Context: an optimization exercise on an open-source flow, tuned for small area. The choices shown serve that exercise and are no tape-out recipe.
At most, simulation tests tie the RTL to the original design; equivalence was not proved.
Power figures rest on the tool's default switching activity, not on a simulated workload.

==> run a <==
==> flow/design.v <==
module counter_delay_line #(
  parameter int WIDTH = 32,
  parameter int DEPTH = 64,
  parameter int TAP_A = 19,
  parameter int TAP_B = 41,
  parameter int TAP_C = 48,
  parameter int BSWAP = 1
) (
  input  logic                       CLK,
  input  logic                       RST,
  input  logic                       en,
  input  logic                       flush,
  input  logic                       in_valid,
  input  logic [WIDTH-1:0]           counter_in,
  output logic [WIDTH-1:0]           tap_a,
  output logic                       tap_a_valid,
  output logic [WIDTH-1:0]           tap_b,
  output logic                       tap_b_valid,
  output logic [WIDTH-1:0]           tap_c,
  output logic                       tap_c_valid,
  output logic [WIDTH-1:0]           counter_out,
  output logic                       out_valid,
  output logic [$clog2(DEPTH+1)-1:0] occupancy
);
  localparam int OCC_W = $clog2(DEPTH+1);
  logic [WIDTH-1:0] data_p [DEPTH];
  logic [DEPTH-1:0] vld_p;
  logic [OCC_W-1:0] occ_p;
  logic [WIDTH-1:0] stage0_word;
  generate
    if (BSWAP != 0) begin : g_bswap
      for (genvar i = 0; i < WIDTH/8; i++) begin : g_byte
        assign stage0_word[8*i +: 8] = counter_in[WIDTH-8-8*i +: 8];
      end
    end else begin : g_pass
      assign stage0_word = counter_in;
    end
  endgenerate
  always_ff @(posedge CLK) begin
    if (RST) begin
      for (int k = 0; k < DEPTH; k++)
        data_p[k] <= '0;
      vld_p <= '0;
      occ_p <= '0;
    end else if (flush) begin
      vld_p <= '0;
      occ_p <= '0;
    end else if (en) begin
      data_p[0] <= stage0_word;
      for (int k = 1; k < DEPTH; k++)
        data_p[k] <= data_p[k-1];
      vld_p <= {vld_p[DEPTH-2:0], in_valid};
      occ_p <= occ_p + OCC_W'(in_valid) - OCC_W'(vld_p[DEPTH-1]);
    end
  end
  assign tap_a       = data_p[TAP_A];
  assign tap_a_valid = vld_p[TAP_A];
  assign tap_b       = data_p[TAP_B];
  assign tap_b_valid = vld_p[TAP_B];
  assign tap_c       = data_p[TAP_C];
  assign tap_c_valid = vld_p[TAP_C];
  assign counter_out = data_p[DEPTH-1];
  assign out_valid   = vld_p[DEPTH-1];
  assign occupancy   = occ_p;
endmodule
==> flow/run.sh <==
#!/bin/bash
# synth_recipe.tcl (not shown) runs the flow's synth.tcl, then flattens the netlist and writes it again
# the make line also repeats each setting of config.mk as NAME=value (left out here)
make -C /OpenROAD-flow-scripts/flow DESIGN_CONFIG=/design/flow/config.mk WORK_HOME=/design/flow/orfs CLKGATE_MAP_FILE= SYNTH_SCRIPT=/design/flow/synth_recipe.tcl finish
==> flow/config.mk <==
export PLATFORM = sky130hd
export DESIGN_NAME = counter_delay_line
export DESIGN_NICKNAME = counter_delay_line
export VERILOG_FILES = /design/flow/design.v
export SDC_FILE = /design/flow/constraint.sdc
export NUM_CORES = 4
export LEC_CHECK = 0
export CAP_MARGIN = 20
export CORE_MARGIN = 2
export CORE_UTILIZATION = 50
export SLEW_MARGIN = 20
==> flow/constraint.sdc <==
create_clock -name core_clock -period 5.0 [get_ports {CLK}]
set_input_delay 1.0000 -clock core_clock [delete_from_list [all_inputs] [get_ports {CLK}]]
set_output_delay 1.0000 -clock core_clock [all_outputs]
set_load 0.01 [all_outputs]
==> run b: changes against run a <==
--- a/flow/design.v
+++ b/flow/design.v
@@ -37,18 +37,17 @@
     end
   endgenerate
   always_ff @(posedge CLK) begin
-    if (RST) begin
-      for (int k = 0; k < DEPTH; k++)
-        data_p[k] <= '0;
-      vld_p <= '0;
-      occ_p <= '0;
-    end else if (flush) begin
+    if (en) begin
+      data_p[0] <= stage0_word;
+      for (int k = 1; k < DEPTH; k++)
+        data_p[k] <= data_p[k-1];
+    end
+  end
+  always_ff @(posedge CLK) begin
+    if (RST || flush) begin
       vld_p <= '0;
       occ_p <= '0;
     end else if (en) begin
-      data_p[0] <= stage0_word;
-      for (int k = 1; k < DEPTH; k++)
-        data_p[k] <= data_p[k-1];
       vld_p <= {vld_p[DEPTH-2:0], in_valid};
       occ_p <= occ_p + OCC_W'(in_valid) - OCC_W'(vld_p[DEPTH-1]);
     end
--- a/flow/config.mk
+++ b/flow/config.mk
@@ -7,5 +7,7 @@
 export LEC_CHECK = 0
 export CAP_MARGIN = 20
 export CORE_MARGIN = 2
-export CORE_UTILIZATION = 50
+export CORE_UTILIZATION = 65
+export CTS_CLUSTER_DIAMETER = 70
+export CTS_CLUSTER_SIZE = 26
 export SLEW_MARGIN = 20
==> qor summary <==
|  | run b | run a |
|---|---|---|
| Cell accounting for the most synthesized area | edfxtp_1 | dfxtp_1 |
| Result of the run | timing/DRC/antenna clean | timing/DRC/antenna clean |
| Worst clock skew on the final layout | 0.0160 ns | 0.0232 ns |
| Met2 WL post-DR | 32,600 um | 69,100 um |
| Power in sequential cells | 20.8 mW | 16.9 mW |
| Met3 WL | 2740 um | 5720 um |
| Largest fanout on the critical path | 2 | 3 |
| Number of signal-net inverters in the final layout | 9 | 8 |
| Proportion of cell area occupied by multi-input gates | 1.82% | 32.9% |
| Power density over the cells | 423 nW/um2 | 409 nW/um2 |
| Fin util | 72.1% | 56.2% |
| Number of filler instances in the final layout | 5,591 | 13,900 |
| Signal buf overhead | 3.11% | 3.75% |
| Met2 Track Usage GR | 20.7% | 31.0% |
| Critical path arrival | 1.77 ns | 2.19 ns |
| Proportion of cell area spent on the clock network | 3.93% | 8.42% |
| Max stage delay on crit path | 0.63 ns | 0.70 ns |
| Critical-path cell with the highest stage delay | clkdlybuf4s50_1 | dfxtp_1 |
For run a, only the layout was checked, not whether the RTL still works.

-- what the ideal ports hide --
Ports are ideal in the flow. The routed layouts listed here were re-timed in OpenROAD.
Step 1 (the two cells are an assumption about what drives the block):
set clk [get_ports {CLK}]
set_driving_cell -lib_cell sky130_fd_sc_hd__clkbuf_16 $clk
set_driving_cell -lib_cell sky130_fd_sc_hd__buf_2 [delete_from_list [all_inputs] $clk]
Step 2 times the ports against the registers' clock, not the clock port: input delays grow and output delays shrink by t, the midpoint of the rising clock arrivals with the driver on.
a / b / c = no drivers / after step 1 / after step 2; a / b = the first two.
| run | shift t [ns] | slack for setup (ns) | slew at the worst register clock pin (ns) | worst slew at a driven data input, ns | pins driven straight from the clock port |
|---|---|---|---|---|---|
| run a | 0.879 | 1.811 / 1.736 / 1.444 | 0.06 / 0.06 | 0.11 | 1 |
| run b | 0.740 | 2.225 / 2.160 / 1.709 | 0.10 / 0.10 | 0.08 | 1 |
After both steps every run listed still meets setup and hold. The setup slack of run b, which loses most, moves by -0.065 ns with the drivers and by -0.516 ns with both steps.
